From an optimization exercise on the open Yosys and OpenROAD flow, aimed at small area, a short achievable clock period and few clock cycles; shortcuts taken in it are not production practice. Only simulation tests tie the RTL to the original design; equivalence was not proved.

## integer_to_padded_ascii
module integer_to_padded_ascii #(
  parameter int MAX_FIELD  = itap_pkg::DEF_MAX_FIELD,
  parameter int VALUE_BITS = itap_pkg::DEF_VALUE_BITS
) (
  input  logic                             clk_i,
  input  logic                             rst_ni,
  input  logic                             s_axis_tvalid,
  output logic                             s_axis_tready,
  input  logic [itap_pkg::IN_TDATA_W-1:0]  s_axis_tdata,
  input  logic [itap_pkg::IN_TUSER_W-1:0]  s_axis_tuser,
  output logic                             m_axis_tvalid,
  input  logic                             m_axis_tready,
  output logic [itap_pkg::OUT_TDATA_W-1:0] m_axis_tdata,
  output logic                             m_axis_tlast
);
  function automatic logic [2:0] enc_q(input logic [2:0] q);
    case (q)
      3'd0: enc_q = 3'd0;
      3'd1: enc_q = 3'd1;
      3'd2: enc_q = 3'd2;
      3'd3: enc_q = 3'd3;
      3'd4: enc_q = 3'd7;
      default: enc_q = 3'd0;
    endcase
  endfunction
  function automatic logic [2:0] dec_q(input logic [2:0] c);
    case (c)
      3'd0: dec_q = 3'd0;
      3'd1: dec_q = 3'd1;
      3'd2: dec_q = 3'd2;
      3'd3: dec_q = 3'd3;
      3'd7: dec_q = 3'd4;
      default: dec_q = 3'd0;
    endcase
  endfunction
  localparam int NDIG  = 20;
  localparam int ACC_W = (NDIG - 1) * 4 + 1;
  logic [63:0] v;
  logic [2:0]  fn;
  logic        wide_in, isdec_in, ishex_in, sgn_in, neg_in;
  assign v        = s_axis_tdata[63:0];
  assign fn       = s_axis_tuser[2:0];
  assign wide_in  = s_axis_tuser[3] || (fn == 3'd4);
  assign isdec_in = (fn == 3'd0) || (fn == 3'd1);
  assign ishex_in = (fn == 3'd2) || (fn == 3'd3) || (fn == 3'd4);
  assign sgn_in   = wide_in ? v[63] : v[31];
  assign neg_in   = (fn == 3'd0) && sgn_in;
  logic [15:0] nz, nf, fp, fneg;
  always_comb begin
    for (int g = 0; g < 16; g++) begin
      nz[g] = |v[g*4 +: 4];
      nf[g] = ~&v[g*4 +: 4];
    end
    for (int g = 0; g < 16; g++) begin
      fp[g] = nz[g] && ((g < 8) || wide_in);
    end
    fneg[0] = 1'b0;
    for (int g = 1; g < 16; g++) begin
      fneg[g] = ((g < 8) || wide_in) &&
                (nf[g-1] || (((g == 15) || (g == 7 && !wide_in)) && nf[g]));
    end
  end
  logic [3:0] h_in, lz_in;
  ...
Settings: LEC_CHECK=0, ABC_AREA=1, CAP_MARGIN=20, CORE_MARGIN=2, CORE_UTILIZATION=40, SLEW_MARGIN=20, TNS_END_PERCENT=30; clock period 8.0 ns.
standard.sh (not shown) runs the stock make flow with config.mk's settings and CLKGATE_MAP_FILE= SYNTH_SCRIPT=/design/flow/synth_recipe.tcl, a recipe that flattens the netlist after the stock synthesis.
==> flow/flow/run.sh <==
#!/bin/bash
# The standard layout (the standard.sh, unchanged synthesis) with two
# changes to how the layout is optimised: the port buffers are plain
# buf_2 cells instead of the delay-cell default, and timing repair aims for a
# larger setup margin. Each make run logs to a file of its own here.
set -euo pipefail
export BUFFER_PORTS_ARGS="-buffer_cell sky130_fd_sc_hd__buf_2"
export SETUP_SLACK_MARGIN="${FLOW_SETUP_MARGIN:-5.0}"
bash standard.sh synth > make_synth.log 2>&1
bash standard.sh finish > make_finish.log 2>&1
The baseline ran to the end with no violations.
Testbench counts at the start, summed over its fixed seeds: cycles 13,131.
Then changed:
- CTS_CLUSTER_DIAMETER: unset -> 70
- CTS_CLUSTER_SIZE: unset -> 30
- TNS_END_PERCENT: 30 -> unset
Result: Routed wire length hardly moves. Synthesized area does not change. Worst setup slack improves by 0.18 ns. Critical path depth is higher by 10.
Then changed:
- CTS_CLUSTER_DIAMETER: 70 -> 80
- CTS_CLUSTER_SIZE: 30 -> 22
Result:
- The changed run completed without violations
- cell area shrinks slightly
- worst setup slack got worse by 0.014 ns
- wire length shrinks slightly
- via count shrinks slightly
- count of clock-buffer cells in the layout shrinks by 5
Then changed:
==> flow/flow/run.sh (replaced) <==
#!/bin/bash
# The standard layout (the standard.sh, its synthesis unchanged) with two
# changes to how the layout is optimised: the port buffers are plain buf_2
# cells instead of the delay-cell buffers the standard flow picks, and timing
# repair aims for a 5 ns setup margin (period 3 ns at the 8 ns clock). Each
# make run logs to a file of its own here.
set -euo pipefail
export BUFFER_PORTS_ARGS="-buffer_cell sky130_fd_sc_hd__buf_2"
export SETUP_SLACK_MARGIN="${FLOW_SETUP_MARGIN:-5.0}"
bash standard.sh synth > make_synth.log 2>&1
bash standard.sh finish > make_finish.log 2>&1
- CTS_CLUSTER_DIAMETER: 80 -> unset
- CTS_CLUSTER_SIZE: 22 -> unset
Effect: First-iteration DRC count goes up by 5.4%; routed wire length goes up by 0.57%; cell area goes up by 2.2%; count of clock-buffer cells in the layout goes up by 12; global-route usage goes up by 0.21 points; clock skew goes down by 0.0095 ns; worst setup slack improved by 0.058 ns; critical path depth goes up by 2; worst hold slack stays flat.

========
## yarrow
Another version of the RTL of integer_to_padded_ascii (not shown whole).
Size: roughly 2500 cells after synthesis, ~270 flip-flops, about 110 I/O pins, ~18000 um2 of cells after synthesis.
clock: 8.0 ns
lec_check: 0
abc_area: 1
cap_margin: 20
core_margin: 2
core_utilization: 40
setup_slack_margin: 5
slew_margin: 20
run.sh (not shown) runs the stock make flow with config.mk's settings and CLKGATE_MAP_FILE= SYNTH_SCRIPT=/design/flow/synth_recipe.tcl, a recipe that flattens the netlist after the stock synthesis.
Stock flow here: none of the scripts above is used.
yarrow: flow completed, timing, DRC and antenna clean
Testbench counts of yarrow, summed over its fixed seeds: cycles 13,131.
diff inputs: yarrow => willow
Settings: SETUP_SLACK_MARGIN no longer set, was 5.
==> flow/flow/run.sh (new file) <==
#!/bin/bash
# The standard layout (the standard.sh, unchanged synthesis) with two
# changes to how the layout is optimised: the port buffers are plain
# buf_2 cells instead of the delay-cell default, and timing repair aims for a
# larger setup margin. Each make run logs to a file of its own here.
set -euo pipefail
export BUFFER_PORTS_ARGS="-buffer_cell sky130_fd_sc_hd__buf_2"
export SETUP_SLACK_MARGIN="${FLOW_SETUP_MARGIN:-5.0}"
bash standard.sh synth > make_synth.log 2>&1
bash standard.sh finish > make_finish.log 2>&1
==> flow/standard.sh (new file) <==
#!/bin/bash
# synth_recipe.tcl (not shown) runs the flow's synth.tcl, then flattens the netlist and writes it again
# the make line also repeats each setting of config.mk as NAME=value (left out here)
make -C /OpenROAD-flow-scripts/flow DESIGN_CONFIG=/design/flow/config.mk WORK_HOME=/design/flow/orfs CLKGATE_MAP_FILE= SYNTH_SCRIPT=/design/flow/synth_recipe.tcl "${@:-finish}"
removed: flow/run.sh
==> run notes <==
Changes observed in willow relative to yarrow: arrival time at the worst endpoint now sits lower, wire length now sits lower, maximum number of pins on one net before global-route repair now sits lower, relative area change from synthesis to final layout now sits lower.
Diff yarrow -> willow: global-route met3 utilization went down by 0.63 points.
Final critical-path setup slack delta (willow − yarrow): favourable
Going from yarrow to willow, number of ordinary inverters in the final layout went up 2; length of routed met2 wiring went down 2.4%.
## Diff of input files: fjord against willow
diff --git a/flow/flow/run.sh b/flow/flow/run.sh
--- a/flow/flow/run.sh
+++ b/flow/flow/run.sh
@@ -6,5 +6,5 @@
 set -euo pipefail
 export BUFFER_PORTS_ARGS="-buffer_cell sky130_fd_sc_hd__buf_2"
-export SETUP_SLACK_MARGIN="${FLOW_SETUP_MARGIN:-5.0}"
+export SETUP_SLACK_MARGIN="${FLOW_SETUP_MARGIN:-5.3}"
 bash standard.sh synth > make_synth.log 2>&1
 bash standard.sh finish > make_finish.log 2>&1
==> comparison <==
fjord ended with every stage complete and zero timing, DRC or antenna violations. First-iteration DRC count ends up lower on willow. Compared with willow, placement density in the core of fjord is higher. Between fjord and willow, it is fjord whose detail-routed net length per standard cell is higher, by about 2.4%. Taking willow as the reference point, the finished layout cell area of fjord rises by 1300 um2.

========
## old
RTL: one of the versions met above, not the one the previous note started from.
Size in the first run: roughly 2400 cells after synthesis, ~250 flip-flops, roughly 110 I/O pins, ~0.017 mm2 of cells after synthesis.
export LEC_CHECK = 0
export ABC_AREA = 1
export CAP_MARGIN = 20
export CORE_MARGIN = 2
export CORE_UTILIZATION = 40
export SLEW_MARGIN = 20
export TNS_END_PERCENT = 5
create_clock -name core_clock -period 8.0 [get_ports {clk_i}]
standard.sh (not shown) runs the stock make flow with config.mk's settings and CLKGATE_MAP_FILE= SYNTH_SCRIPT=/design/flow/synth_recipe.tcl, a recipe that flattens the netlist after the stock synthesis.
==> flow/flow/run.sh <==
#!/bin/bash
# The standard layout (the standard.sh, unchanged synthesis) with two
# changes to how the layout is optimised: the port buffers are plain
# buf_2 cells instead of the delay-cell default, and timing repair aims for a
# larger setup margin. Each make run logs to a file of its own here.
set -euo pipefail
export BUFFER_PORTS_ARGS="-buffer_cell sky130_fd_sc_hd__buf_2"
export SETUP_SLACK_MARGIN="${FLOW_SETUP_MARGIN:-5.0}"
bash standard.sh synth > make_synth.log 2>&1
bash standard.sh finish > make_finish.log 2>&1
old completed; timing, DRC and antenna clean
Testbench counts of old, summed over its fixed seeds: cycles 13,131.
Inputs modified between old and new:
# old
export LEC_CHECK = 0
export ABC_AREA = 1
export CAP_MARGIN = 20
export CORE_MARGIN = 2
export CORE_UTILIZATION = 40
export SLEW_MARGIN = 20
export TNS_END_PERCENT = 5
create_clock -name core_clock -period 8.0 [get_ports {clk_i}]
# new
export LEC_CHECK = 0
export ABC_AREA = 1
export CAP_MARGIN = 20
export CORE_MARGIN = 2
export CORE_UTILIZATION = 40
export CTS_CLUSTER_DIAMETER = 100
export CTS_CLUSTER_SIZE = 30
export SLEW_MARGIN = 20
create_clock -name core_clock -period 8.0 [get_ports {clk_i}]
### Flow results
Comparing old and new, global routing usage on met1 is lower on old.
Setup slack delta for new relative to old: 46 ps higher
Compared with old, in new routed wire length -about 0.43%, total area of multi-input combinational cells up about 2%, post-route cell area has decreased, detailed-router iteration count before antenna repair has decreased.
Worst hold slack: lower on old
Sort old and new by part of the cycle the worst path needs, descending, and old comes first.
Sequential cell area share (higher): new
As far as mean instance size in the synthesized netlist goes, old and new are indistinguishable; the numbers are identical.
The minimum period implied by the final worst setup slack of new is lower than that of old.

-- re-timing with driven ports --
How much do the figures lean on ideal ports? The routed layouts below were timed once more, with nothing changed but the port constraints.
Step 1 assumes that a clkbuf_16 drives the clock port and a buf_2 every other input.
Step 2 times the ports against the registers' clock, not the clock port: input delays grow and output delays shrink by t, the midpoint of the rising clock arrivals with the driver on.
Slacks: no drivers / after step 1 / after step 2; pairs: no drivers / after step 1.
run	shift t [ns]	slack for setup (ns)	worst register clock-pin slew, ns
the first run of note 1	0.617	4.893 / 4.926 / 4.309	0.07 / 0.07
the second run of note 1	0.603	5.073 / 5.105 / 4.502	0.08 / 0.08
the third run of note 1	0.568	5.059 / 5.084 / 4.517	0.09 / 0.09
the fourth run of note 1	0.638	5.117 / 5.117 / 4.520	0.07 / 0.07
yarrow	0.623	5.037 / 5.067 / 4.451	0.06 / 0.06
willow	0.623	5.062 / 5.062 / 4.514	0.06 / 0.06
fjord	0.622	5.181 / 5.181 / 4.694	0.07 / 0.07
old	0.611	5.019 / 5.019 / 4.493	0.06 / 0.06
new	0.560	5.066 / 5.090 / 4.530	0.12 / 0.12
After both steps setup and hold are still met in every run listed. The setup slack of the fourth run of note 1, which loses most, moves by 0.000 ns with the drivers and by -0.597 ns with both steps.
